Context: an optimization exercise on an open-source flow, tuned for small area, a short achievable clock period and few clock cycles. The choices shown serve that exercise and are no tape-out recipe.
Function was checked by simulation only, so behaviour that the tests miss may differ from the original.

$ cat run.sh
#!/bin/bash
# synth_recipe.tcl (not shown) runs the flow's synth.tcl, then flattens the netlist and writes it again
# the make line also repeats each setting of config.mk as NAME=value (left out here)
make -C /OpenROAD-flow-scripts/flow DESIGN_CONFIG=/design/flow/config.mk WORK_HOME=/design/flow/orfs CLKGATE_MAP_FILE= SYNTH_SCRIPT=/design/flow/synth_recipe.tcl finish
$ cat config.mk
export PLATFORM = sky130hd
export DESIGN_NAME = sha_accel_top
export DESIGN_NICKNAME = sha_accel_top
export VERILOG_FILES = /design/flow/design.v
export SDC_FILE = /design/flow/constraint.sdc
export NUM_CORES = 4
export LEC_CHECK = 0
export CAP_MARGIN = 20
export CORE_MARGIN = 2
export CORE_UTILIZATION = 40
export SETUP_SLACK_MARGIN = 5
export SLEW_MARGIN = 20
$ cat constraint.sdc
create_clock -name core_clock -period 10.0 [get_ports {clk}]
set_input_delay 2.0000 -clock core_clock [delete_from_list [all_inputs] [get_ports {clk}]]
set_output_delay 2.0000 -clock core_clock [all_outputs]
set_load 0.01 [all_outputs]
$ cat design.v
package sha_pkg;
    function automatic logic [31:0] bswap32(input logic [31:0] x);
        bswap32 = {x[7:0], x[15:8], x[23:16], x[31:24]};
    endfunction
    function automatic logic [31:0] rotr(input logic [31:0] x, input int n);
        rotr = (x >> n) | (x << (32 - n));
    endfunction
    function automatic logic [31:0] k_const(input logic [5:0] t);
        case (t)
            6'd0:  k_const = 32'h428a2f98; 6'd1:  k_const = 32'h71374491;
            6'd2:  k_const = 32'hb5c0fbcf; 6'd3:  k_const = 32'he9b5dba5;
            6'd4:  k_const = 32'h3956c25b; 6'd5:  k_const = 32'h59f111f1;
            6'd6:  k_const = 32'h923f82a4; 6'd7:  k_const = 32'hab1c5ed5;
            6'd8:  k_const = 32'hd807aa98; 6'd9:  k_const = 32'h12835b01;
            6'd10: k_const = 32'h243185be; 6'd11: k_const = 32'h550c7dc3;
            6'd12: k_const = 32'h72be5d74; 6'd13: k_const = 32'h80deb1fe;
            6'd14: k_const = 32'h9bdc06a7; 6'd15: k_const = 32'hc19bf174;
            6'd16: k_const = 32'he49b69c1; 6'd17: k_const = 32'hefbe4786;
            6'd18: k_const = 32'h0fc19dc6; 6'd19: k_const = 32'h240ca1cc;
            6'd20: k_const = 32'h2de92c6f; 6'd21: k_const = 32'h4a7484aa;
            6'd22: k_const = 32'h5cb0a9dc; 6'd23: k_const = 32'h76f988da;
            6'd24: k_const = 32'h983e5152; 6'd25: k_const = 32'ha831c66d;
            6'd26: k_const = 32'hb00327c8; 6'd27: k_const = 32'hbf597fc7;
            6'd28: k_const = 32'hc6e00bf3; 6'd29: k_const = 32'hd5a79147;
            6'd30: k_const = 32'h06ca6351; 6'd31: k_const = 32'h14292967;
            6'd32: k_const = 32'h27b70a85; 6'd33: k_const = 32'h2e1b2138;
            6'd34: k_const = 32'h4d2c6dfc; 6'd35: k_const = 32'h53380d13;
            6'd36: k_const = 32'h650a7354; 6'd37: k_const = 32'h766a0abb;
            6'd38: k_const = 32'h81c2c92e; 6'd39: k_const = 32'h92722c85;
            6'd40: k_const = 32'ha2bfe8a1; 6'd41: k_const = 32'ha81a664b;
            6'd42: k_const = 32'hc24b8b70; 6'd43: k_const = 32'hc76c51a3;
            6'd44: k_const = 32'hd192e819; 6'd45: k_const = 32'hd6990624;
            6'd46: k_const = 32'hf40e3585; 6'd47: k_const = 32'h106aa070;
            6'd48: k_const = 32'h19a4c116; 6'd49: k_const = 32'h1e376c08;
            6'd50: k_const = 32'h2748774c; 6'd51: k_const = 32'h34b0bcb5;
            6'd52: k_const = 32'h391c0cb3; 6'd53: k_const = 32'h4ed8aa4a;
            6'd54: k_const = 32'h5b9cca4f; 6'd55: k_const = 32'h682e6ff3;
            6'd56: k_const = 32'h748f82ee; 6'd57: k_const = 32'h78a5636f;
            6'd58: k_const = 32'h84c87814; 6'd59: k_const = 32'h8cc70208;
            6'd60: k_const = 32'h90befffa; 6'd61: k_const = 32'ha4506ceb;
            6'd62: k_const = 32'hbef9a3f7; default: k_const = 32'hc67178f2;
        endcase
    endfunction
    function automatic logic [31:0] k_next(input logic [5:0] t);
        case (t)
            6'd0: k_next = 32'h71374491;
            6'd1: k_next = 32'hb5c0fbcf;
            6'd2: k_next = 32'he9b5dba5;
            6'd3: k_next = 32'h3956c25b;
            6'd4: k_next = 32'h59f111f1;
            6'd5: k_next = 32'h923f82a4;
            6'd6: k_next = 32'hab1c5ed5;
            6'd7: k_next = 32'hd807aa98;
            6'd8: k_next = 32'h12835b01;
            6'd9: k_next = 32'h243185be;
            6'd10: k_next = 32'h550c7dc3;
            6'd11: k_next = 32'h72be5d74;
            6'd12: k_next = 32'h80deb1fe;
            6'd13: k_next = 32'h9bdc06a7;
            6'd14: k_next = 32'hc19bf174;
            6'd15: k_next = 32'he49b69c1;
            6'd16: k_next = 32'hefbe4786;
            6'd17: k_next = 32'h0fc19dc6;
            6'd18: k_next = 32'h240ca1cc;
            6'd19: k_next = 32'h2de92c6f;
            6'd20: k_next = 32'h4a7484aa;
            6'd21: k_next = 32'h5cb0a9dc;
            6'd22: k_next = 32'h76f988da;
            6'd23: k_next = 32'h983e5152;
            6'd24: k_next = 32'ha831c66d;
            6'd25: k_next = 32'hb00327c8;
            6'd26: k_next = 32'hbf597fc7;
            6'd27: k_next = 32'hc6e00bf3;
            6'd28: k_next = 32'hd5a79147;
            6'd29: k_next = 32'h06ca6351;
            6'd30: k_next = 32'h14292967;
            6'd31: k_next = 32'h27b70a85;
            6'd32: k_next = 32'h2e1b2138;
            6'd33: k_next = 32'h4d2c6dfc;
            6'd34: k_next = 32'h53380d13;
            6'd35: k_next = 32'h650a7354;
            6'd36: k_next = 32'h766a0abb;
            6'd37: k_next = 32'h81c2c92e;
            6'd38: k_next = 32'h92722c85;
            6'd39: k_next = 32'ha2bfe8a1;
            6'd40: k_next = 32'ha81a664b;
            6'd41: k_next = 32'hc24b8b70;
            6'd42: k_next = 32'hc76c51a3;
            6'd43: k_next = 32'hd192e819;
            6'd44: k_next = 32'hd6990624;
            6'd45: k_next = 32'hf40e3585;
            6'd46: k_next = 32'h106aa070;
            6'd47: k_next = 32'h19a4c116;
            6'd48: k_next = 32'h1e376c08;
            6'd49: k_next = 32'h2748774c;
            6'd50: k_next = 32'h34b0bcb5;
            6'd51: k_next = 32'h391c0cb3;
            6'd52: k_next = 32'h4ed8aa4a;
            6'd53: k_next = 32'h5b9cca4f;
            6'd54: k_next = 32'h682e6ff3;
            6'd55: k_next = 32'h748f82ee;
            6'd56: k_next = 32'h78a5636f;
            6'd57: k_next = 32'h84c87814;
            6'd58: k_next = 32'h8cc70208;
            6'd59: k_next = 32'h90befffa;
            6'd60: k_next = 32'ha4506ceb;
            6'd61: k_next = 32'hbef9a3f7;
            6'd62: k_next = 32'hc67178f2;
            default: k_next = 32'h428a2f98;
        endcase
    endfunction
endpackage
module csr_regs
(
    input  logic         clk,
    input  logic         areset,
    input  logic         csr_read,
    input  logic         csr_write,
    input  logic [3:0]   csr_address,
    input  logic [31:0]  csr_writedata,
    input  logic         data_ready,
    input  logic         done_status,
    input  logic         done_next,
    input  logic [255:0] digest,
    input  logic         digest0_new,
    input  logic [31:0]  digest0_next,
    output logic         start,
    output logic         data_go,
    output logic [25:0]  len_blocks,
    output logic [31:0]  csr_readdata,
    output logic         csr_waitrequest
);
    logic        wr_ctrl;
    logic        wr_data;
    logic        wr_len;
    logic        rd_dig;        
    logic [2:0]  rd_idx;        
    logic        hit;
    logic        rd_stall;
    logic        nxt_dig;
    logic [2:0]  nxt_idx;
    logic [31:0] rdata;
    logic [31:0] dig_word;
    assign wr_ctrl = csr_write && (csr_address[1:0] == 2'd1);
    assign wr_data = csr_write && (csr_address[1:0] == 2'd2);
    assign wr_len  = csr_write && (csr_address[1:0] == 2'd3);
    assign start   = wr_ctrl && csr_writedata[4];
    assign data_go = wr_data && data_ready;
    always_ff @(posedge clk or posedge areset)
    begin
        if (areset)
            len_blocks <= '0;
        else if (wr_len)
            len_blocks <= csr_writedata[31:6];
    end
    assign hit = (csr_address[3] == rd_dig)
              && (!rd_dig || (csr_address[2:0] == rd_idx));
    assign rd_stall = csr_read && !hit;
    always_comb
    begin
        nxt_dig = rd_dig;
        nxt_idx = rd_idx;
        if (rd_stall)
        begin
            nxt_dig = csr_address[3];
            nxt_idx = csr_address[2:0];
        end
        else if (csr_read)
        begin
            if (rd_dig)
            begin
                nxt_dig = (rd_idx != 3'd7);
                nxt_idx = rd_idx + 3'd1;
            end
            else if (done_status)
            begin
                nxt_dig = 1'b1;
                nxt_idx = 3'd0;
            end
        end
    end
    always_ff @(posedge clk or posedge areset)
    begin
        if (areset)
        begin
            rd_dig <= 1'b0;
            rd_idx <= '0;
        end
        else
        begin
            rd_dig <= nxt_dig;
            rd_idx <= nxt_idx;
        end
    end
    assign dig_word = (digest0_new && nxt_idx == 3'd0) ? digest0_next
                                                       : digest[32*nxt_idx +: 32];
    always_comb
    begin
        rdata = '0;
        if (nxt_dig)
            rdata = sha_pkg::bswap32(dig_word);
        else
            rdata[5] = done_next;
    end
    always_ff @(posedge clk)
        csr_readdata <= rdata;
    assign csr_waitrequest = rd_stall || (wr_data && !data_ready);
endmodule
module block_assembler
(
    input  logic        clk,
    input  logic        areset,
    input  logic        start,
    input  logic        data_go,
    input  logic [25:0] len_blocks,
    output logic        data_ready,
    output logic        step_go,
    output logic [5:0]  step_t,
    output logic        use_pad,
    output logic [31:0] pad_word,
    output logic        round_go,
    output logic        chain,
    output logic        fin,
    output logic        done_status,
    output logic        done_next
);
    logic        busy, busy_n;
    logic        ended, ended_n;
    logic        pad, pad_n;
    logic        last_blk, last_blk_n;
    logic [5:0]  step_n;
    logic [25:0] blk_left, blk_n;
    logic        one_left, one_n;   
    logic        last_rnd;
    logic        chain_rnd;
    logic        staged;
    logic        can_step;
    logic        msg_phase;
    assign can_step  = busy && (!ended || fin);
    assign msg_phase = !pad && (step_t[5:4] == 2'd0);
    assign step_go   = can_step && (msg_phase ? staged : 1'b1);
    logic [3:0] pad_idx;
    assign use_pad   = start ? (len_blocks == '0) : pad_n;
    assign pad_idx   = start ? 4'd0 : step_n[3:0];
    assign chain     = chain_rnd || fin;
    always_comb
    begin
        case (pad_idx)
            4'd0:    pad_word = 32'h8000_0000;
            4'd14:   pad_word = {29'b0, len_blocks[25:23]};
            4'd15:   pad_word = {len_blocks[22:0], 9'b0};
            default: pad_word = '0;
        endcase
    end
    always_comb
    begin
        busy_n     = busy;
        ended_n    = ended;
        pad_n      = pad;
        last_blk_n = last_blk;
        step_n     = step_t;
        blk_n      = blk_left;
        one_n      = one_left;
        if (fin)
        begin
            ended_n = 1'b0;
            if (last_blk)
                busy_n = 1'b0;
        end
        if (step_go)
        begin
            step_n = step_t + 6'd1;
            if (step_t == 6'd63)
            begin
                ended_n = 1'b1;
                if (pad)
                    last_blk_n = 1'b1;
                else
                begin
                    blk_n = blk_left - 26'd1;
                    one_n = (blk_left == 26'd2);
                    if (one_left)
                        pad_n = 1'b1;
                end
            end
        end
    end
    assign data_ready = busy && !pad
                     && ((can_step && ((step_t < 6'd15) || (step_t == 6'd15 && !staged)))
                         || last_rnd);
    assign done_next = !start && (done_status || (last_rnd && last_blk));
    always_ff @(posedge clk or posedge areset)
    begin
        if (areset)
        begin
            busy        <= 1'b0;
            ended       <= 1'b0;
            pad         <= 1'b0;
            last_blk    <= 1'b0;
            last_rnd    <= 1'b0;
            chain_rnd   <= 1'b0;
            round_go    <= 1'b0;
            fin         <= 1'b0;
            staged      <= 1'b0;
            done_status <= 1'b0;
            step_t      <= '0;
            blk_left    <= '0;
            one_left    <= 1'b0;
        end
        else
        begin
            if (start)
            begin
                busy     <= 1'b1;
                ended    <= 1'b0;
                pad      <= (len_blocks == '0);
                last_blk <= 1'b0;
                step_t   <= '0;
                blk_left <= len_blocks;
                one_left <= (len_blocks == 26'd1);
            end
            else
            begin
                busy     <= busy_n;
                ended    <= ended_n;
                pad      <= pad_n;
                last_blk <= last_blk_n;
                step_t   <= step_n;
                blk_left <= blk_n;
                one_left <= one_n;
            end
            done_status <= done_next;
            round_go    <= step_go;
            last_rnd    <= step_go && (step_t == 6'd63);
            chain_rnd   <= step_go && (step_t >= 6'd61);
            fin         <= last_rnd;
            staged      <= data_go;
        end
    end
endmodule
module sha256_core
(
    input  logic         clk,
    input  logic         start,
    input  logic         step_go,
    input  logic [5:0]   step_t,
    input  logic         use_pad,
    input  logic [31:0]  pad_word,
    input  logic [31:0]  bus_word,
    input  logic         round_go,
    input  logic         chain,
    input  logic         fin,
    output logic [255:0] digest,
    output logic [31:0]  digest0_next
);
    localparam logic [255:0] IV = {
        32'h5be0cd19, 32'h1f83d9ab, 32'h9b05688c, 32'h510e527f,
        32'ha54ff53a, 32'h3c6ef372, 32'hbb67ae85, 32'h6a09e667
    };
    function automatic logic [63:0] csa(input logic [31:0] x, input logic [31:0] y,
                                        input logic [31:0] z);
        csa = {((x & y) | (x & z) | (y & z)) << 1, x ^ y ^ z};
    endfunction
    logic [15:0][31:0] w;       
    logic [31:0]       bus_q;   
    logic [31:0]       k_t;     
    logic [31:0]       hkw;     
    logic [7:0][31:0]  wv;      
    logic [7:0][31:0]  hv;      
    logic [31:0] a, b, c, d, e, f, g, h;
    assign {h, g, f, e, d, c, b, a} = wv;
    logic [31:0] in_word;
    logic [31:0] s0w, s1w;
    logic [63:0] sc1, sc2;
    logic [31:0] sch_word;
    logic [31:0] h_in;
    logic        early;
    assign early   = (step_t[5:4] == 2'd0);
    assign in_word = bus_q;
    assign s0w = sha_pkg::rotr(w[1], 7) ^ sha_pkg::rotr(w[1], 18) ^ (w[1] >> 3);
    assign s1w = sha_pkg::rotr(w[14], 17) ^ sha_pkg::rotr(w[14], 19) ^ (w[14] >> 10);
    assign sc1 = csa(w[0], w[9], s0w);
    assign sc2 = csa(sc1[31:0], sc1[63:32], s1w);
    assign sch_word = sc2[31:0] + sc2[63:32];
    assign h_in = round_go ? g : (fin ? hv[6] : h);
    logic [31:0] w9m, s0m, s1m;
    logic [63:0] hc1, hc2, hc3, hc4;
    assign w9m = early ? 32'd0 : w[9];
    assign s0m = early ? 32'd0 : s0w;
    assign s1m = early ? 32'd0 : s1w;
    assign hc1 = csa(h_in, k_t, early ? in_word : w[0]);
    assign hc2 = csa(w9m, s0m, s1m);
    assign hc3 = csa(hc1[31:0], hc1[63:32], hc2[31:0]);
    assign hc4 = csa(hc3[31:0], hc3[63:32], hc2[63:32]);
    always_ff @(posedge clk)
        bus_q <= use_pad ? pad_word : sha_pkg::bswap32(bus_word);
    always_ff @(posedge clk)
    begin
        if (step_go)
        begin
            w   <= {(early ? in_word : sch_word), w[15:1]};
            hkw <= hc4[31:0] + hc4[63:32];
        end
        if (start)
            k_t <= 32'h428a2f98;
        else if (step_go)
            k_t <= sha_pkg::k_next(step_t);
    end
    logic [31:0] bs0, bs1, ch, maj;
    logic [63:0] re1, re2, ra1, ra2, ra3;
    logic [31:0] a_new, e_new;
    assign bs0 = sha_pkg::rotr(a, 2) ^ sha_pkg::rotr(a, 13) ^ sha_pkg::rotr(a, 22);
    assign bs1 = sha_pkg::rotr(e, 6) ^ sha_pkg::rotr(e, 11) ^ sha_pkg::rotr(e, 25);
    assign ch  = (e & f) ^ (~e & g);
    assign maj = (a & b) ^ (a & c) ^ (b & c);
    assign re1 = csa(hkw, ch, d);
    assign re2 = csa(re1[31:0], re1[63:32], bs1);
    assign e_new = re2[31:0] + re2[63:32];
    assign ra1 = csa(hkw, ch, maj);
    assign ra2 = csa(ra1[31:0], ra1[63:32], bs0);
    assign ra3 = csa(ra2[31:0], ra2[63:32], bs1);
    assign a_new = ra3[31:0] + ra3[63:32];
    logic [31:0] ha_sum, he_sum;
    logic [7:0][31:0] hv_rot;
    assign ha_sum = hv[3] + a;
    assign he_sum = hv[7] + e;
    assign hv_rot = {hv[6], hv[5], hv[4], he_sum, hv[2], hv[1], hv[0], ha_sum};
    always_ff @(posedge clk)
    begin
        if (round_go)
            wv <= {g, f, e, e_new, c, b, a, a_new};
        else if (fin)
            wv <= hv_rot;
        else if (start)
            wv <= IV;
        if (chain)
            hv <= hv_rot;
        else if (start)
            hv <= IV;
    end
    assign digest = hv;
    assign digest0_next = ha_sum;
endmodule
module sha_accel_top
(
    input  logic        clk,
    input  logic        areset,
    input  logic        csr_read,
    input  logic        csr_write,
    input  logic [3:0]  csr_address,
    input  logic [31:0] csr_writedata,
    output logic [31:0] csr_readdata,
    output logic        csr_waitrequest
);
    logic         start;
    logic         data_go;
    logic         data_ready;
    logic [25:0]  len_blocks;
    logic         done_status;
    logic         done_next;
    logic [31:0]  digest0_next;
    logic [255:0] digest;
    logic         step_go;
    logic [5:0]   step_t;
    logic         use_pad;
    logic [31:0]  pad_word;
    logic         round_go;
    logic         chain;
    logic         fin;
    csr_regs u_csr (
        .clk             (clk),
        .areset          (areset),
        .csr_read        (csr_read),
        .csr_write       (csr_write),
        .csr_address     (csr_address),
        .csr_writedata   (csr_writedata),
        .data_ready      (data_ready),
        .done_status     (done_status),
        .done_next       (done_next),
        .digest0_new     (fin),
        .digest0_next    (digest0_next),
        .digest          (digest),
        .start           (start),
        .data_go         (data_go),
        .len_blocks      (len_blocks),
        .csr_readdata    (csr_readdata),
        .csr_waitrequest (csr_waitrequest)
    );
    block_assembler u_asm (
        .clk         (clk),
        .areset      (areset),
        .start       (start),
        .data_go     (data_go),
        .len_blocks  (len_blocks),
        .data_ready  (data_ready),
        .step_go     (step_go),
        .step_t      (step_t),
        .use_pad     (use_pad),
        .pad_word    (pad_word),
        .round_go    (round_go),
        .chain       (chain),
        .fin         (fin),
        .done_status (done_status),
        .done_next   (done_next)
    );
    sha256_core u_core (
        .clk      (clk),
        .start    (start),
        .step_go  (step_go),
        .step_t   (step_t),
        .use_pad  (use_pad),
        .pad_word (pad_word),
        .bus_word (csr_writedata),
        .round_go (round_go),
        .chain    (chain),
        .fin      (fin),
        .digest   (digest),
        .digest0_next (digest0_next)
    );
endmodule
==> summary.txt, run 1 <==
Critical path
  – Slowest-stage cell, CP: edfxtp_1
  – WP buf/inv: 2
  – Slowest stage delay, CP: 570 ps
  – Crit Path Class: reg2reg
  – Most Frequent Cell on Critical Path: fa_1
  – Critical path arrival: 5930 ps
  – CP max FO: 4
  – Required @ worst endpoint: 10510 ps
  – Crit end category: register
  – Type of origin of the critical path: register
  – Cell Chain, Critical Path: xor2_1 > xnor2_2 > buf_4 > nor2_1 > fa_1 > fa_1 > fa_1 > ha_4 > fa_2 > a211o_1 > a21oi_2 > o21ai_2 > a21oi_2 > o21ai_4 > a311oi_2 > nor3_2 > buf_4 > o2111ai_2 > nand4_1
  – Crit path max-delay family: adder cells

Placement
  – Port bufs: slightly above 70
  – Pre-CTS setup slack: 3160 ps
  – Placed Cells: roughly 8200
  – Placement Cell Area: a little over 70000 sq um
  – HPWL after detailed placement: ~160 mm
  – GPL Wtd Cong: 0.946

Global route
  – Initial antenna violation count: 2
  – Total GRT Usage: between 20 and 25%
  – Vias in the first global route: between 40000 and 50000
  – Global-route wire length before repair: about 320 mm
  – Pin count of the biggest net entering global routing: 163
  – GRT overflow: 0

Layout
  – Final Util: between 40% and 50%
  – P&R area growth vs syn: 14.0%
  – Multi-input gate area: 31400 sq um
  – Total Nets Final: 6718
  – Fill count: 15800
  – Design area: 79000 sq um
  – Seq. cell area: 35500 sq um
  – Non-Filler Instances: ~8500
  – Fraction of layout cells with a size suffix above 1: between 10% and 20%

Detailed routing
  – Vias/cell: 5.60
  – Antenna Nets Post-Route: 0
  – Drt wl/cell: approximately 26 um
  – Routed WL: 220 mm
  – Vias: approximately 48000
  – Drt initial violations: approximately 5200
  – DRC errors left: 0
  – Iteration count of the initial detailed-routing pass: 6

Run
  – MaxCap Viol Count: 0

Synthesis
  – Cell area after synthesis: a little under 70000 sq um
  – Async SR Flop Fraction: under 10%
  – Number of enable flip-flop cells after synthesis: 1056
  – Top cells by area, synth: edfxtp_1, fa_1, ha_1, xnor2_1, inv_1
  – Yosys top cell by area: edfxtp_1
  – Cells after Synth: around 6000
  – Flop and latch count out of synthesis: ~1200
  – Library cells used by synthesis: around 100
  – Synth Flop Type: edfxtp_1
  – Syn Nets: 6608
  – Count leader, synth: edfxtp_1
  – Register area share after synthesis: 51.1%
  – Post-synth top area share: 45.7%
  – Post-synth top cells: edfxtp_1, inv_1, nand2_1
  – Synth Warn #: 3
  – Avg Cell Area, Syn: about 12 sq um

Clock network
  – Root Buffer: clkbuf_16
  – CTS Buffer Depth: 3
  – Worst-path clk slew: about 70 ps
  – CTS tree: built
  – Hold buffer count at cts: 0
  – Number of CTS-inserted buffers: between 100 and 150
  – Clock sink total: around 1200
  – Worst skew pair latency: about 800 ps
  – H-tree Lvls: 4

Timing
  – Clock skew: approximately 33 ps
  – Setup Viol. Count Final: 0
  – Final Slew Violations: 0
  – Tcrit/Tclk final: a little over half
  – Final worst setup slack: about 4600 ps
  – Period minus WS final: between 5000 and 6000 ps
  – Fmax: about 180 MHz
  – RSZ-0062 raised after global routing: yes
  – Slew margin rel.: 17.9%
  – Worst-Margin Slew: roughly 1200 ps
  – Final setup TNS: 0 ps
  – Hold Vio Cnt, Final: 0

Floorplan
  – Die area: 177000 sq um
  – Die Ht: between 400 and 500 um
  – Row count: between 150 and 200
  – Num ports: 73
  – Starting Density: between 40% and 50%
  – Core box area: between 150000 and 200000 sq um
  – Die X: 420 um

Status
  – Outcome: finished clean

Hold path
  – Worst min-delay path category: reg2reg
[per-stage QoR]
stage / hold slack [ps]
6_report: 406
4_1_cts: 405
3_5_place_dp: 405
2_1_floorplan: 375
3_3_place_gp: 400
5_1_grt: 417
[metal layers]
metal,track usage [%],vias to the layer above,share of wire (%)
met5,0,-,0
li1,-,21400,-
met2,38.7,1961,45
met3,3.21,313,6.8
met1,35.5,24200,44
met4,7.76,0,3.4
[worst paths after layout]
check / from / end / slack, ps / cells past startpoint
max: u_core.w[466] / u_core.hkw[30] / 4580 / 19
min: u_core.w[496] / u_core.w[464] / 410 / 0
max reg2reg: u_core.w[466] / u_core.hkw[30] / 4580 / 19
min reg2reg: u_core.w[496] / u_core.w[464] / 410 / 0
max in group asynchronous: areset / u_asm.fin / 7610 / 3
min in group asynchronous: areset / u_asm.blk_left[24] / 1770 / 3
[cell type report]
cell class	count	area share, %
diodes	1	0.00317
clock buffers	177	4.55
clock inverters	64	0.918
inverters	600	2.89
multi-input cells	3883	39.8
flip-flops and latches	1225	44.9
well taps	2310	3.66
repair buffers	283	3.32
[cells in the final DEF (no fill, tap or decap), types with 183 or more instances in the layout]
| cell type | n |
|---|---|
| ha_1 | 196 |
| edfxtp_1 | 1056 |
| buf_4 | 183 |
| o21ai_0 | 271 |
| nor2_1 | 360 |
| a21oi_1 | 291 |
| nand2_1 | 479 |
| inv_1 | 588 |
| fa_1 | 336 |
| xnor2_1 | 263 |
[state kept, by name, summed over array words and instances (netlist names), 3 cells and up]
register / count
u_core.w: 512
u_core.hv: 256
u_core.wv: 256
u_core.bus_q: 32
u_core.hkw: 32
u_core.k_t: 32
u_csr.csr_readdata: 32
u_asm.blk_left: 26
u_csr.len_blocks: 26
u_asm.step_t: 6
u_csr.rd_idx: 3
[timing repair]
action / in CTS / in global routing
pin swaps: 41 / 44
endpoints found under the hold margin: 0 / 0
gates cloned: 4 / 2
setup endpoints to repair: 274 / 46
gates resized for setup: 176 / 96
buffers inserted: 77 / 67
[kinds of logic (layout without fill, tap and decap cells)]
family                   count (synthesis)  count (layout)  share of synthesized area (%)
adder cells (fa/ha/maj)                561             561                           13.8
flip-flops                            1225            1225                           51.1
other                                    0               1                              0
XOR/XNOR                               437             437                           5.52
AND/OR/NAND/NOR                       1487            1487                           10.2
multiplexers                           125             125                           2.23
buffers and inverters                  909            1124                           5.08
AO/OA/AOI/OAI                         1273            1273                           12.1
Testbench counts, summed over its fixed seeds: cycles 27,660.
==> run 2, diff against run 1 <==
--- a/design.v
+++ b/design.v
@@ -364,2 +364,3 @@
     logic [15:0][31:0] w;       
+    logic [31:0]       wn;      
     logic [31:0]       bus_q;   
@@ -374,2 +375,4 @@
     logic [63:0] sc1, sc2;
+    logic [63:0] hc1;
+    logic [31:0] w_t;
     logic [31:0] sch_word;
@@ -379,5 +382,5 @@
     assign in_word = bus_q;
-    assign s0w = sha_pkg::rotr(w[1], 7) ^ sha_pkg::rotr(w[1], 18) ^ (w[1] >> 3);
-    assign s1w = sha_pkg::rotr(w[14], 17) ^ sha_pkg::rotr(w[14], 19) ^ (w[14] >> 10);
-    assign sc1 = csa(w[0], w[9], s0w);
+    assign s0w = sha_pkg::rotr(w[2], 7) ^ sha_pkg::rotr(w[2], 18) ^ (w[2] >> 3);
+    assign s1w = sha_pkg::rotr(w[15], 17) ^ sha_pkg::rotr(w[15], 19) ^ (w[15] >> 10);
+    assign sc1 = csa(w[1], w[10], s0w);
     assign sc2 = csa(sc1[31:0], sc1[63:32], s1w);
@@ -385,11 +388,4 @@
     assign h_in = round_go ? g : (fin ? hv[6] : h);
-    logic [31:0] w9m, s0m, s1m;
-    logic [63:0] hc1, hc2, hc3, hc4;
-    assign w9m = early ? 32'd0 : w[9];
-    assign s0m = early ? 32'd0 : s0w;
-    assign s1m = early ? 32'd0 : s1w;
-    assign hc1 = csa(h_in, k_t, early ? in_word : w[0]);
-    assign hc2 = csa(w9m, s0m, s1m);
-    assign hc3 = csa(hc1[31:0], hc1[63:32], hc2[31:0]);
-    assign hc4 = csa(hc3[31:0], hc3[63:32], hc2[63:32]);
+    assign w_t = early ? in_word : wn;
+    assign hc1 = csa(h_in, k_t, w_t);
     always_ff @(posedge clk)
@@ -400,4 +396,5 @@
         begin
-            w   <= {(early ? in_word : sch_word), w[15:1]};
-            hkw <= hc4[31:0] + hc4[63:32];
+            w   <= {w_t, w[15:1]};
+            wn  <= sch_word;
+            hkw <= hc1[31:0] + hc1[63:32];
         end
==> summary.txt, run 2 <==
Layout
  – P&R area growth vs syn: 14.3%
  – Flip-flop count of the largest register after layout: 480 (-6.3%)
  – Most frequent cells in the layout: edfxtp_1, nand2_1, inv_1, xnor2_1, nor2_1
  – Non-Filler Instances: 7884 (-7.7%)
  – Most flop-heavy register: u_core.w
  – Leading cell type in the layout, fill and taps excluded: edfxtp_1
  – Fill count: 14600 (-7.3%)
  – Top flop regs: u_core.w (480), u_core.hv (256), u_core.wv (256)
  – Total Nets Final: 6103 (-9.2%)
  – Diode count: 0 (-1)
  – Fraction of layout cells with a size suffix above 1: 10.7% (-0.21 points)

Critical path
  – Critical path arrival: 5480 ps (-450 ps)
  – Required @ worst endpoint: 10530 ps (+20 ps)
  – CP max FO: 6 (+2)
  – Type of origin of the critical path: register
  – Crit end category: register
  – Crit Path Class: reg2reg

Synthesis
  – Cells after Synth: 5497 (-8.6%)
  – Number of enable flip-flop cells after synthesis: 1056 (unchanged)
  – Synth Flop Type: edfxtp_1
  – Avg Cell Area, Syn: 11.9 sq um (+3.5%)
  – Yosys top cell by area: edfxtp_1
  – Post-synth top cells: edfxtp_1, nand2_1, xnor2_1
  – Library cells used by synthesis: 97 (-4.9%)
  – Cell area after synthesis: 65600 sq um (-5.4%)
  – Synth Warn #: 3 (unchanged)
  – Flop and latch count out of synthesis: 1225 (unchanged)
  – Syn Nets: 5998 (-9.2%)
  – Post-synth top area share: 48.3% (+2.6 points)
  – Register area share after synthesis: 54.1% (+2.9 points)
  – Async SR Flop Fraction: 5.96% (unchanged)
  – Count leader, synth: edfxtp_1
  – Top cells by area, synth: edfxtp_1, fa_1, xnor2_1, ha_1, dfxtp_1

Clock network
  – Number of CTS-inserted buffers: 137 (+2.2%)
  – Hold buffer count at cts: 0 (unchanged)
  – CTS Buffer Depth: 3 (unchanged)
  – Clock sink total: 1225 (unchanged)
  – CTS tree: built
  – H-tree Lvls: 4 (unchanged)
  – Worst-path clk slew: 60 ps (about the same)
  – Worst skew pair latency: 800 ps (about the same)
  – Root Buffer: clkbuf_16

Timing
  – Worst-Margin Slew: 1200 ps (-32.9 ps)
  – RSZ-0062 raised after global routing: yes
  – Final Slew Violations: 0 (unchanged)
  – Fmax: 202 MHz (+9.4%)
  – Hold Vio Cnt, Final: 0 (unchanged)
  – Period minus WS final: 4950 ps (-467 ps)
  – Final setup TNS: 0 ps (unchanged)
  – Slew margin rel.: 20.1% (+2.2 points)
  – Setup Viol. Count Final: 0 (unchanged)
  – Worst hold slack: 402 ps (-3.95 ps)
  – Tcrit/Tclk final: 49.5% (-4.7 points)
  – Clock skew: 59.3 ps (+25.9 ps)

Status
  – Outcome: finished clean

Placement
  – GPL Wtd Cong: 0.954 (+0.87%)
  – HPWL after detailed placement: 147 mm (-6.3%)
  – Port bufs: 72 (unchanged)
  – Placed Cells: 7518 (-7.8%)

Global route
  – Global-route wire length before repair: 299 mm (-6.5%)
  – Initial antenna violation count: 3 (+1)
  – GRT overflow: 0 (unchanged)
  – Pin count of the biggest net entering global routing: 207 (+27%)
  – Vias in the first global route: 42800 (-7.5%)
  – Total GRT Usage: 24.4% (-0.28 points)

Floorplan
  – Die Ht: 409 um (-2.7%)
  – Starting Density: 40.3% (-0.042 points)
  – Core box area: 163000 sq um (-5.3%)
  – Row count: 148 (-2.6%)
  – Die X: 409 um (-2.7%)
  – Die area: 167000 sq um (-5.4%)
  – Num ports: 73 (unchanged)

Detailed routing
  – Iteration count of the initial detailed-routing pass: 6 (unchanged)
  – DRC errors left: 0 (unchanged)
  – Vias: 44600 (-6.8%)
  – Vias/cell: 5.65 (+1.0%)
  – Drt wl/cell: 26.4 um (+2.4%)
  – Routed WL: 208 mm (-5.5%)
  – Drt initial violations: 4904 (-5.2%)
  – Antenna Nets Post-Route: 0 (unchanged)

Run
  – MaxCap Viol Count: 0 (unchanged)

Hold path
  – Worst min-delay path category: reg2reg
-- run 2: cell count changes after synthesis, sizes merged, moves of 16 or more --
cell / before / now
inv: 597 / 349
fa: 341 / 250
o21ai: 309 / 221
xnor2: 291 / 355
nor2: 368 / 310
xor2: 146 / 95
a22o: 91 / 111
nand3: 108 / 88
or2: 29 / 11
a21o: 85 / 101
-- run 2: path summary, 6_finish.rpt --
check,start,end,slack (ps),depth (start not counted)
worst max-delay path,u_core.wv[132],u_core.wv[30],5050,20
worst min-delay path,u_core.w[207],u_core.w[175],400,0
worst max register to register,u_core.wv[132],u_core.wv[30],5050,20
worst min register to register,u_core.w[207],u_core.w[175],400,0
max in group asynchronous,areset,u_asm.round_go,7660,3
min in group asynchronous,areset,u_csr.len_blocks[0],1750,3
-- run 2: logic make-up after synthesis --
| kind of cell | Yosys count | share of synthesized area (%) |
|---|---|---|
| AOI/OAI and AO/OA | 1216 | 12.5 |
| muxes | 104 | 1.88 |
| DFF | 1225 | 54.1 |
| buffers and inverters | 639 | 3.74 |
| xor gates and xnor gates | 450 | 6.01 |
| and+or+nand+nor | 1392 | 10.0 |
| adders and majority gates | 471 | 11.8 |
-- run 2: cell type report --
cell class / count / area [sq um] / area share (%)
clock inverter: 80 / 865 / 1.15
multi-input combinational: 3633 / 28600 / 38.2
clock buffer: 166 / 3600 / 4.80
sequential: 1225 / 35500 / 47.3
timing repair buffer: 255 / 2360 / 3.14
tap: 2175 / 2720 / 3.63
inverter: 350 / 1350 / 1.80
-- run 2: metrics by stage --
| step | instance area, sq um | setup slack, ps | utilization (%) |
|---|---|---|---|
| 6_report | 75000 | 5050 | 46.1 |
| 4_1_cts | 74000 | 4940 | 45.5 |
| 3_3_place_gp | 68500 | 3490 | 42.1 |
| 5_1_grt | 75000 | 4890 | 46.1 |
| 2_1_floorplan | 65600 | 3850 | - |
| 3_5_place_dp | 68500 | 3440 | 42.1 |
-- run 2: worst max-delay path, stage by stage (launching register included) --
cell and delay, ps:
edfxtp_1 350, buf_6 200, mux2i_4 330, fa_1 470, fa_1 490, inv_1 50
fa_1 500, ha_4 320, o21ai_1 100, o211ai_1 300, nand4_1 160, buf_4 190
o211ai_1 170, buf_4 170, nand2_1 90, o211ai_1 170, buf_4 160, a21bo_2 150
a21oi_2 60, xor2_1 150, a22oi_1 100
-- run 2: metal layers --
metal  routed length (um)  vias up  track usage [%]  share of wire (%)
li1                     -    19900                -                  -
met1                88800    22500             33.7                 43
met2                96200     1748             38.4                 46
met3                13900      367             3.68                6.7
met4                 9070        2             9.66                4.4
met5                   13        -                0             0.0062
-- run 2: what timing repair did --
item                                    4_1_cts  5_1_grt
pin swaps                                    14       43
setup buffers                                71       44
gates resized for setup                     119      108
endpoints found under the setup margin       75       54
gates cloned                                  2        2
Testbench counts of run 2, summed over its fixed seeds: cycles 27,660.
==> run 3, diff against run 2 <==
--- a/config.mk
+++ b/config.mk
@@ -10,2 +10,4 @@
 export CORE_UTILIZATION = 40
+export CTS_CLUSTER_DIAMETER = 80
+export CTS_CLUSTER_SIZE = 30
 export SETUP_SLACK_MARGIN = 5
==> summary.txt, run 3 <==
Clock network
  – CTS Buffer Depth: 3 (unchanged)
  – H-tree Lvls: 3 (-1)
  – Hold buffer count at cts: 0 (unchanged)
  – CTS tree: built
  – Worst skew pair latency: 730 ps (-70 ps)
  – Number of CTS-inserted buffers: 79 (-42%)
  – Root Buffer: clkbuf_16
  – Worst-path clk slew: 110 ps (+50 ps)
  – Clock sink total: 1225 (unchanged)

Hold path
  – Start point of the worst hold path: u_core.w[417]
  – Worst min-delay path category: reg2reg
  – Hold Path Depth: 0 (unchanged)
  – Worst min-delay path endpoint: u_core.w[385]

Global route
  – Global-route wire length before repair: 296 mm (-0.80%)
  – Pin count of the biggest net entering global routing: 207 (unchanged)
  – Initial antenna violation count: 5 (+2)
  – Total GRT Usage: 24.1% (-0.27 points)
  – Vias in the first global route: 42300 (-1.2%)
  – GRT overflow: 0 (unchanged)

Floorplan
  – Starting Density: 40.3% (unchanged)
  – Die Ht: 409 um (unchanged)
  – Row count: 148 (unchanged)
  – Core box area: 163000 sq um (unchanged)
  – Die X: 409 um (unchanged)
  – Die area: 167000 sq um (unchanged)
  – Num ports: 73 (unchanged)

Timing
  – Final Slew Violations: 0 (unchanged)
  – Setup Viol. Count Final: 0 (unchanged)
  – RSZ-0062 raised after global routing: yes
  – Slew margin rel.: 21.8% (+1.7 points)
  – Fmax: 201 MHz (-0.65%)
  – Worst hold slack: 398 ps (-3.49 ps)
  – Tcrit/Tclk final: 49.9% (+0.32 points)
  – Final setup TNS: 0 ps (unchanged)
  – Period minus WS final: 4990 ps (+32.2 ps)
  – Worst-Margin Slew: 1170 ps (-25.7 ps)
  – Clock skew: 42.3 ps (-17.0 ps)
  – Final worst setup slack: 5010 ps (-32.2 ps)
  – Hold Vio Cnt, Final: 0 (unchanged)

Run
  – MaxCap Viol Count: 0 (unchanged)

Layout
  – Most frequent cells in the layout: edfxtp_1, nand2_1, xnor2_1, inv_1, nor2_1
  – Top flop regs: u_core.w (480), u_core.hv (256), u_core.wv (256)
  – Final Util: 45.1% (-0.94 points)
  – Fraction of layout cells with a size suffix above 1: 9.66% (-1.0 points)
  – Flip-flop count of the largest register after layout: 480 (unchanged)
  – P&R area growth vs syn: 11.9%
  – Leading cell type in the layout, fill and taps excluded: edfxtp_1
  – Total Nets Final: 6039 (-1.0%)
  – Most flop-heavy register: u_core.w

Critical path
  – Crit. Startpoint: u_core.wv[17]
  – Worst R2R Path Depth: 19 (-5.0%)
  – CP max FO: 5 (-1)
  – Reg-to-Reg End: u_core.wv[30]
  – FF-to-FF setup slack: 5010 ps (-30 ps)
  – Cell Chain, Critical Path: inv_1 > maj3_2 > fa_1 > fa_1 > fa_1 > inv_1 > ha_4 > nand4_1 > or3_4 > o22a_1 > o211ai_1 > buf_4 > nand2_1 > o211ai_1 > buf_4 > a21bo_2 > a21oi_2 > xor2_1 > a22oi_1
  – Crit end category: register
  – FF-to-FF Start: u_core.wv[17]
  – Type of origin of the critical path: register
  – Required @ worst endpoint: 10470 ps (-60 ps)
  – Slowest-stage cell, CP: fa_1
  – Crit Path Class: reg2reg
  – Slowest stage delay, CP: 530 ps (+30 ps)
  – Critical path arrival: 5450 ps (-30 ps)
  – Most Frequent Cell on Critical Path: fa_1

Synthesis
  – Synth Warn #: 3 (unchanged)
  – Yosys top cell by area: edfxtp_1
  – Post-synth top area share: 48.3% (unchanged)
  – Avg Cell Area, Syn: 11.9 sq um (unchanged)
  – Post-synth top cells: edfxtp_1, nand2_1, xnor2_1
  – Count leader, synth: edfxtp_1
  – Top cells by area, synth: edfxtp_1, fa_1, xnor2_1, ha_1, dfxtp_1
  – Number of enable flip-flop cells after synthesis: 1056 (unchanged)
  – Async SR Flop Fraction: 5.96% (unchanged)
  – Syn Nets: 5998 (unchanged)
  – Cells after Synth: 5497 (unchanged)
  – Register area share after synthesis: 54.1% (unchanged)
  – Synth Flop Type: edfxtp_1
  – Library cells used by synthesis: 97 (unchanged)
  – Cell area after synthesis: 65600 sq um (unchanged)
  – Flop and latch count out of synthesis: 1225 (unchanged)

Placement
  – HPWL after detailed placement: 147 mm (unchanged)
  – GPL Wtd Cong: 0.954 (unchanged)
  – Pre-CTS setup slack: 3440 ps (unchanged)
  – Port bufs: 72 (unchanged)

Detailed routing
  – Iteration count of the initial detailed-routing pass: 5 (-1)
  – Drt wl/cell: 26.5 um (+0.29%)
  – Drt initial violations: 4936 (+0.65%)
  – Vias: 44100 (-1.1%)
  – DRC errors left: 0 (unchanged)
  – Vias/cell: 5.67 (+0.23%)
  – Antenna Nets Post-Route: 0 (unchanged)
  – Routed WL: 206 mm (-1.0%)

Status
  – Outcome: finished clean
run 3: cell counts after synthesis:
No cell type changed its count.
run 3: metrics by stage:
step           cells  cell area [sq um]
3_3_place_gp    7518              68500
4_1_cts         7739              72600
2_1_floorplan   5497              65600
3_5_place_dp    7518              68500
5_1_grt         7778              73400
6_report        7780              73400
run 3: what timing repair did:
action,in CTS,in global routing
pin swaps,14,53
gates cloned,2,1
gates resized for setup,116,107
endpoints found under the setup margin,75,57
setup buffers,73,37
run 3: layout make-up:
cell class	count	area, sq um
inverters	350	1350
repair buffers	249	2290
clock inverters	61	956
flip-flops and latches	1225	35500
fillers	14700	89300
multi-input cells	3633	28600
diodes	2	5.00
well taps	2175	2720
clock buffers	85	2060
run 3: cell families (layout without fill, tap and decap cells):
logic type | count (synthesis) | count (layout) | synth area share, %
buffers and inverters | 639 | 745 | 3.74
AOI/OAI and AO/OA | 1216 | 1216 | 12.5
muxes | 104 | 104 | 1.88
xor gates and xnor gates | 450 | 450 | 6.01
and+or+nand+nor | 1392 | 1392 | 10.0
other | 0 | 2 | 0
adders and majority gates | 471 | 471 | 11.8
DFF | 1225 | 1225 | 54.1
run 3: how the worst max path moves through the flow:
stage | endpoint | slack [ps] | cells after the start
global route | u_core.wn[30] | 4960 | 17
CTS | csr_waitrequest | 4940 | 6
global placement | u_csr.csr_readdata[6] | 3490 | 14
finish | u_core.wv[30] | 5010 | 19
floorplan | u_core.wv[0] | 3850 | 4
detailed placement | u_csr.csr_readdata[16] | 3440 | 11
run 3: critical path, delay by kind of cell (launching register included):
| family | cells | cell delay (ps) |
|---|---|---|
| flip-flops | 1 | 410 |
| XOR/XNOR | 1 | 130 |
| buffers and inverters | 4 | 500 |
| AND/OR/NAND/NOR | 3 | 770 |
| AO/OA/AOI/OAI | 6 | 800 |
| adder cells (fa/ha/maj) | 5 | 2140 |
run 3: layer usage:
metal	global-route usage [%]	wire, um
met1	33.6	88500
met2	38.2	95600
met3	3.02	13000
met4	9.60	8750
met5	0	27
==> run 4, diff against run 3 <==
--- a/design.v
+++ b/design.v
@@ -366,3 +366,2 @@
     logic [31:0]       bus_q;   
-    logic [31:0]       k_t;     
     logic [31:0]       hkw;     
@@ -380,3 +379,5 @@
     logic        early;
+    logic [31:0] k_t;
     assign early   = (step_t[5:4] == 2'd0);
+    assign k_t     = sha_pkg::k_const(step_t);
     assign in_word = bus_q;
@@ -400,6 +401,2 @@
         end
-        if (start)
-            k_t <= 32'h428a2f98;
-        else if (step_go)
-            k_t <= sha_pkg::k_next(step_t);
     end
@@ -421,4 +418,35 @@
     logic [7:0][31:0] hv_rot;
-    assign ha_sum = hv[3] + a;
-    assign he_sum = hv[7] + e;
+    logic        first;
+    logic [1:0]  cstep;
+    logic [31:0] ha_old, he_old;
+    always_comb
+    begin
+        case (cstep)
+            2'd0:    begin ha_old = IV[32*3 +: 32]; he_old = IV[32*7 +: 32]; end
+            2'd1:    begin ha_old = IV[32*2 +: 32]; he_old = IV[32*6 +: 32]; end
+            2'd2:    begin ha_old = IV[32*1 +: 32]; he_old = IV[32*5 +: 32]; end
+            default: begin ha_old = IV[32*0 +: 32]; he_old = IV[32*4 +: 32]; end
+        endcase
+        if (!first)
+        begin
+            ha_old = hv[3];
+            he_old = hv[7];
+        end
+    end
+    always_ff @(posedge clk)
+    begin
+        if (start)
+        begin
+            first <= 1'b1;
+            cstep <= 2'd0;
+        end
+        else if (chain)
+        begin
+            cstep <= cstep + 2'd1;
+            if (fin)
+                first <= 1'b0;
+        end
+    end
+    assign ha_sum = ha_old + a;
+    assign he_sum = he_old + e;
     assign hv_rot = {hv[6], hv[5], hv[4], he_sum, hv[2], hv[1], hv[0], ha_sum};
@@ -434,4 +462,2 @@
             hv <= hv_rot;
-        else if (start)
-            hv <= IV;
     end
==> summary.txt, run 4 <==
Detailed routing
  – DRC errors left: 0 (unchanged)
  – Vias/cell: 5.70 (+0.58%)
  – Routed WL: 202 mm (-1.8%)
  – Drt initial violations: 4728 (-4.2%)
  – Drt wl/cell: 26.9 um (+1.6%)
  – Vias: 42900 (-2.8%)
  – Iteration count of the initial detailed-routing pass: 6 (+1)
  – Antenna Nets Post-Route: 0 (unchanged)

Timing
  – Period minus WS final: 5020 ps (+30.8 ps)
  – Slew margin rel.: 24.7% (+3.0 points)
  – Final worst setup slack: 4980 ps (-30.8 ps)
  – Tcrit/Tclk final: 50.2% (+0.31 points)
  – Clock skew: 39.7 ps (-2.61 ps)
  – Worst-Margin Slew: 1130 ps (-44.3 ps)
  – Setup Viol. Count Final: 0 (unchanged)
  – Fmax: 199 MHz (-0.61%)
  – Worst hold slack: 398 ps (-0.154 ps)
  – RSZ-0062 raised after global routing: yes
  – Hold Vio Cnt, Final: 0 (unchanged)
  – Final Slew Violations: 0 (unchanged)

Clock network
  – CTS tree: built
  – Number of CTS-inserted buffers: 73 (-7.6%)
  – H-tree Lvls: 3 (unchanged)
  – Worst-path clk slew: 110 ps (about the same)
  – Hold buffer count at cts: 0 (unchanged)
  – CTS Buffer Depth: 3 (unchanged)
  – Clock sink total: 1196 (-2.4%)
  – Root Buffer: clkbuf_16
  – Worst skew pair latency: 730 ps (about the same)

Synthesis
  – Register area share after synthesis: 54.3% (+0.22 points)
  – Library cells used by synthesis: 92 (-5.2%)
  – Post-synth top cells: edfxtp_1, inv_1, nand2_1
  – Count leader, synth: edfxtp_1
  – Top cells by area, synth: edfxtp_1, fa_1, xnor2_1, ha_1, dfrtp_1
  – Syn Nets: 5756 (-4.0%)
  – Number of enable flip-flop cells after synthesis: 1056 (unchanged)
  – Post-synth top area share: 49.3% (+1.0 points)
  – Avg Cell Area, Syn: 12.3 sq um (+2.8%)
  – Cells after Synth: 5238 (-4.7%)
  – Synth Flop Type: edfxtp_1
  – Cell area after synthesis: 64300 sq um (-2.0%)
  – Flop and latch count out of synthesis: 1196 (-2.4%)
  – Yosys top cell by area: edfxtp_1
  – Synth Warn #: 3 (unchanged)
  – Async SR Flop Fraction: 6.10% (+0.14 points)

Critical path
  – Crit end category: register
  – Slowest-stage cell, CP: fa_2
  – FF-to-FF setup slack: 4980 ps (-30 ps)
  – Required @ worst endpoint: 10460 ps (about the same)
  – Critical path arrival: 5480 ps (+30 ps)
  – Worst R2R Path Depth: 19 (unchanged)
  – Cell Chain, Critical Path: buf_8 > mux2i_4 > fa_2 > fa_1 > fa_1 > inv_1 > ha_2 > inv_2 > fa_2 > nor2b_4 > o31ai_4 > a211oi_2 > buf_4 > a21oi_4 > a21oi_4 > a21oi_2 > a21oi_2 > xnor2_2 > a221o_1
  – CP max FO: 4 (-1)
  – Slowest stage delay, CP: 580 ps (+50 ps)
  – Type of origin of the critical path: register
  – Crit Path Class: reg2reg

Placement
  – Pre-CTS setup slack: 3450 ps (+12.0 ps)
  – GPL Wtd Cong: 0.959 (+0.47%)
  – Port bufs: 72 (unchanged)
  – HPWL after detailed placement: 145 mm (-1.4%)
  – Placement Cell Area: 67400 sq um (-1.7%)

Layout
  – Most flop-heavy register: u_core.w
  – Top flop regs: u_core.w (480), u_core.hv (256), u_core.wv (256)
  – Flip-flop count of the largest register after layout: 480 (unchanged)
  – Design area: 73000 sq um (-0.56%)
  – Leading cell type in the layout, fill and taps excluded: edfxtp_1
  – Most frequent cells in the layout: edfxtp_1, inv_1, xnor2_1, nand2_1, nor2_1
  – P&R area growth vs syn: 13.6%
  – Total Nets Final: 5894 (-2.4%)
  – Fraction of layout cells with a size suffix above 1: 13.2% (+3.6 points)
  – Fill count: 14600 (-1.1%)

Hold path
  – Worst min-delay path category: reg2reg
  – Hold Path Depth: 0 (unchanged)

Floorplan
  – Starting Density: 40.2% (-0.14 points)
  – Die Ht: 405 um (-1.0%)
  – Row count: 147 (-0.68%)
  – Core box area: 160000 sq um (-1.7%)
  – Num ports: 73 (unchanged)
  – Die X: 405 um (-1.0%)
  – Die area: 164000 sq um (-2.0%)

Global route
  – Vias in the first global route: 41900 (-0.81%)
  – Initial antenna violation count: 4 (-1)
  – Total GRT Usage: 24.3% (+0.20 points)
  – GRT overflow: 0 (unchanged)
  – Pin count of the biggest net entering global routing: 194 (-6.3%)
  – Global-route wire length before repair: 290 mm (-1.9%)

Status
  – Outcome: finished clean

Run
  – MaxCap Viol Count: 0 (unchanged)
[run 4: repair_timing]
| item | in CTS | in global routing |
|---|---|---|
| setup endpoints to repair | 571 | 44 |
| setup buffers | 89 | 68 |
| resized for setup | 205 | 186 |
| pin swaps | 24 | 68 |
| cloned | 3 | 1 |
[run 4: per-layer routing]
metal | track usage, % | vias to the layer above | wire length, um | share of wire, %
met5 | 0 | - | 0 | 0
met4 | 8.20 | 0 | 8360 | 4.1
met3 | 3.50 | 350 | 13500 | 6.7
met2 | 38.4 | 1669 | 91900 | 45
met1 | 34.3 | 21700 | 88400 | 44
li1 | - | 19100 | - | -
[run 4: layout make-up]
| class | instances | area [sq um] | area share, % |
|---|---|---|---|
| Clock buffer | 81 | 1940 | 2.66 |
| Multi-Input combinational cell | 3350 | 28200 | 38.6 |
| Inverter | 449 | 1740 | 2.39 |
| Timing Repair Buffer | 304 | 2760 | 3.78 |
| Antenna cell | 3 | 7.51 | 0.0103 |
| Tap cell | 2086 | 2610 | 3.57 |
| Sequential cell | 1196 | 34900 | 47.8 |
| Timing Repair inverter | 2 | 12.5 | 0.0171 |
| Clock inverter | 51 | 883 | 1.21 |
[run 4: final timing paths]
check / to / start
min in group asynchronous: u_asm.round_go / areset
max: u_core.wv[31] / u_core.wv[129]
min: u_core.w[391] / u_core.w[423]
max in group asynchronous: u_asm.step_t[2] / areset
min reg2reg: u_core.w[391] / u_core.w[423]
max reg2reg: u_core.wv[31] / u_core.wv[129]
[run 4: per-stage QoR]
step | TNS [ps] | instances | utilization, %
after floorplan | -16810 | 5238 | -
after global placement | 0 | 7226 | 42.1
after detailed placement | 0 | 7226 | 42.1
after CTS | 0 | 7450 | 44.8
after global routing | 0 | 7519 | 45.6
final | 0 | 7522 | 45.6
[run 4: kinds of logic (layout without fill, tap and decap cells)]
logic type	Yosys count	count (layout)	share of synthesized area, %
mux	168	168	3.27
buf+inv	692	887	4.11
compound gates	1218	1218	12.7
other cells	0	3	0
simple gates	1036	1036	7.28
fa+ha+maj	487	487	12.4
flops	1196	1196	54.3
xor+xnor	441	441	6.03
[run 4: worst max-delay path, delay by kind of cell, from the launching register on]
kind / cells / cell delay (ps)
mux: 1 / 190
simple gates: 1 / 170
flops: 1 / 420
compound gates: 7 / 1320
buf+inv: 4 / 480
fa+ha+maj: 5 / 2040
xor+xnor: 1 / 130
Testbench counts of run 4, summed over its fixed seeds: cycles 27,660.
==> run 5, diff against run 4 <==
--- a/config.mk
+++ b/config.mk
@@ -10,4 +10,4 @@
 export CORE_UTILIZATION = 40
-export CTS_CLUSTER_DIAMETER = 80
-export CTS_CLUSTER_SIZE = 30
+export CTS_CLUSTER_DIAMETER = 70
+export CTS_CLUSTER_SIZE = 24
 export SETUP_SLACK_MARGIN = 5
==> summary.txt, run 5 <==
Detailed routing
  – Antenna Nets Post-Route: 0 (unchanged)
  – Drt wl/cell: 26.9 um (about the same)
  – Iteration count of the initial detailed-routing pass: 6 (unchanged)
  – Routed WL: 203 mm (+0.39%)
  – Vias/cell: 5.70 (about the same)
  – DRC errors left: 0 (unchanged)
  – Drt initial violations: 4665 (-1.3%)
  – Vias: 43000 (+0.37%)

Floorplan
  – Row count: 147 (unchanged)
  – Die X: 405 um (unchanged)
  – Core box area: 160000 sq um (unchanged)
  – Die area: 164000 sq um (unchanged)
  – Num ports: 73 (unchanged)
  – Die Ht: 405 um (unchanged)
  – Starting Density: 40.2% (unchanged)

Critical path
  – Critical path arrival: 5500 ps (+20 ps)
  – Type of origin of the critical path: register
  – Reg-to-Reg End: u_core.wv[24]
  – Required @ worst endpoint: 10500 ps (+40 ps)
  – FF-to-FF setup slack: 5000 ps (+20 ps)
  – Crit Path Class: reg2reg
  – Worst R2R Path Depth: 17 (-2)
  – FF-to-FF Start: u_core.wv[130]
  – CP max FO: 4 (unchanged)
  – Crit end category: register

Timing
  – Hold Vio Cnt, Final: 0 (unchanged)
  – Slew margin rel.: 15.1% (-9.6 points)
  – Period minus WS final: 5000 ps (-20.1 ps)
  – Worst hold slack: 409 ps (+10.7 ps)
  – Worst-Margin Slew: 1260 ps (+136 ps)
  – Final Slew Violations: 0 (unchanged)
  – Setup Viol. Count Final: 0 (unchanged)
  – Fmax: 200 MHz (+0.40%)
  – RSZ-0062 raised after global routing: yes
  – Clock skew: 69.7 ps (+30.0 ps)
  – Tcrit/Tclk final: 50.0% (-0.20 points)
  – Final setup TNS: 0 ps (unchanged)

Synthesis
  – Yosys top cell by area: edfxtp_1
  – Cells after Synth: 5238 (unchanged)
  – Post-synth top cells: edfxtp_1, inv_1, nand2_1
  – Number of enable flip-flop cells after synthesis: 1056 (unchanged)
  – Count leader, synth: edfxtp_1
  – Post-synth top area share: 49.3% (unchanged)
  – Avg Cell Area, Syn: 12.3 sq um (unchanged)
  – Syn Nets: 5756 (unchanged)
  – Flop and latch count out of synthesis: 1196 (unchanged)
  – Async SR Flop Fraction: 6.10% (unchanged)
  – Synth Flop Type: edfxtp_1
  – Cell area after synthesis: 64300 sq um (unchanged)
  – Top cells by area, synth: edfxtp_1, fa_1, xnor2_1, ha_1, dfrtp_1
  – Register area share after synthesis: 54.3% (unchanged)
  – Synth Warn #: 3 (unchanged)
  – Library cells used by synthesis: 92 (unchanged)

Global route
  – Total GRT Usage: 24.4% (+0.15 points)
  – Vias in the first global route: 42200 (+0.69%)
  – Pin count of the biggest net entering global routing: 194 (unchanged)
  – GRT overflow: 0 (unchanged)
  – Initial antenna violation count: 6 (+2)
  – Global-route wire length before repair: 292 mm (+0.65%)

Status
  – Outcome: finished clean

Placement
  – HPWL after detailed placement: 145 mm (unchanged)
  – Placement Cell Area: 67400 sq um (unchanged)
  – GPL Wtd Cong: 0.959 (unchanged)
  – Port bufs: 72 (unchanged)

Layout
  – P&R area growth vs syn: 14.1%
  – Design area: 73300 sq um (+0.45%)
  – Flip-flop count of the largest register after layout: 480 (unchanged)
  – Top flop regs: u_core.w (480), u_core.hv (256), u_core.wv (256)
  – Most frequent cells in the layout: edfxtp_1, inv_1, nand2_1, xnor2_1, nor2_1
  – Fraction of layout cells with a size suffix above 1: 13.3% (+0.12 points)
  – Final Util: 45.8% (+0.20 points)
  – Most flop-heavy register: u_core.w
  – Total Nets Final: 5914 (+0.34%)
  – Leading cell type in the layout, fill and taps excluded: edfxtp_1

Hold path
  – Start point of the worst hold path: u_core.w[113]
  – Worst min-delay path endpoint: u_core.w[81]
  – Hold Path Depth: 0 (unchanged)
  – Worst min-delay path category: reg2reg

Clock network
  – Root Buffer: clkbuf_16
  – CTS tree: built
  – Hold buffer count at cts: 0 (unchanged)
  – H-tree Lvls: 3 (unchanged)
  – Clock sink total: 1196 (unchanged)
  – Number of CTS-inserted buffers: 88 (+21%)
  – Worst-path clk slew: 90 ps (-20 ps)
  – CTS Buffer Depth: 3 (unchanged)
  – Worst skew pair latency: 770 ps (+40 ps)

Run
  – MaxCap Viol Count: 0 (unchanged)
-- run 5: cell counts after synthesis --
Identical to the previous run, type by type.
-- run 5: metrics by stage --
step | worst slack, ps | instances
CTS | 4940 | 7488
global route | 4890 | 7553
global placement | 3530 | 7226
floorplan | -685 | 5238
finish | 5000 | 7554
detailed placement | 3450 | 7226
-- run 5: worst max-delay path by stage --
stage,start,end,cells after the start
3_3_place_gp,u_asm.step_t[0],u_core.hkw[30],21
3_5_place_dp,u_asm.step_t[0],u_core.hkw[30],21
6_report,u_core.wv[130],u_core.wv[24],17
5_1_grt,u_asm.step_t[1],u_core.hkw[30],22
4_1_cts,u_asm.step_t[1],u_core.hkw[30],21
2_1_floorplan,u_asm.step_t[4],u_core.bus_q[11],11
-- run 5: critical path: stages (launching register included) --
cell,delay [ps]
edfxtp_1,400
buf_6,150
mux2i_4,180
fa_1,470
fa_1,500
inv_1,60
fa_1,560
ha_1,240
a21o_1,210
a221o_1,370
nor3_4,260
o211ai_1,120
buf_4,170
a41oi_4,290
nor2b_4,230
o21bai_1,90
xor2_1,220
a22o_1,210
-- run 5: routing by layer --
metal | GRT usage [%] | wire length (um) | vias to the layer above
met4 | 8.42 | 8710 | 6
li1 | - | - | 19200
met2 | 38.5 | 91600 | 1732
met1 | 34.4 | 87900 | 21700
met3 | 3.68 | 14700 | 360
met5 | 0 | 39 | -
-- run 5: repair_timing --
action / CTS / global route
resized for setup: 216 / 144
gates cloned: 3 / 1
setup endpoints to repair: 571 / 57
pin swaps: 28 / 68
setup buffers: 98 / 64
-- run 5: area by class of cell --
type / instances / area [sq um]
Timing Repair inverter: 2 / 12.5
Sequential cell: 1196 / 34900
Antenna cell: 1 / 2.50
Timing Repair Buffer: 309 / 2790
Inverter: 449 / 1730
Tap cell: 2086 / 2610
Clock buffer: 96 / 2270
Multi-Input combinational cell: 3350 / 28000
Fill cell: 14500 / 86700
Clock inverter: 65 / 988
-- run 5: cell families after synthesis --
| logic type | Yosys count | share of synthesized area, % |
|---|---|---|
| compound gates | 1218 | 12.7 |
| flops | 1196 | 54.3 |
| mux | 168 | 3.27 |
| simple gates | 1036 | 7.28 |
| fa+ha+maj | 487 | 12.4 |
| buf+inv | 692 | 4.11 |
| xor+xnor | 441 | 6.03 |

[static timing again, ports no longer ideal]
No port has a modelled driver above. Below, the same layouts with a new extraction and two added sets of constraints. Step 1: set_driving_cell puts a clkbuf_16 on clk and a buf_2 on each other input, an assumption about the parent block. Step 2 times the ports against the registers' clock, not the clock port: input delays grow and output delays shrink by t, the midpoint of the rising clock arrivals with the driver on. Slacks: no drivers / after step 1 / after step 2; pairs: no drivers / after step 1.
| run | shift t [ns] | slack for setup (ns) | hold WS [ns] | worst setup path after step 2 | cell pins on the clock port's net |
|---|---|---|---|---|---|
| run 1 | 0.849 | 4.579 / 4.579 / 4.364 | 0.406 / 0.406 / 0.406 | input to register | 1 |
| run 2 | 0.853 | 5.046 / 5.046 / 4.396 | 0.402 / 0.402 / 0.402 | input to register | 1 |
| run 3 | 0.789 | 5.013 / 5.013 / 4.437 | 0.398 / 0.398 / 0.398 | input to register | 1 |
| run 4 | 0.778 | 4.983 / 4.983 / 4.500 | 0.398 / 0.398 / 0.398 | input to register | 1 |
| run 5 | 0.810 | 5.003 / 5.003 / 4.315 | 0.409 / 0.409 / 0.409 | input to register | 1 |
After both steps setup and hold are still met in every run listed. For run 5, which loses most, drivers alone change the setup slack by 0.000 ns; drivers and shift together by -0.688 ns.
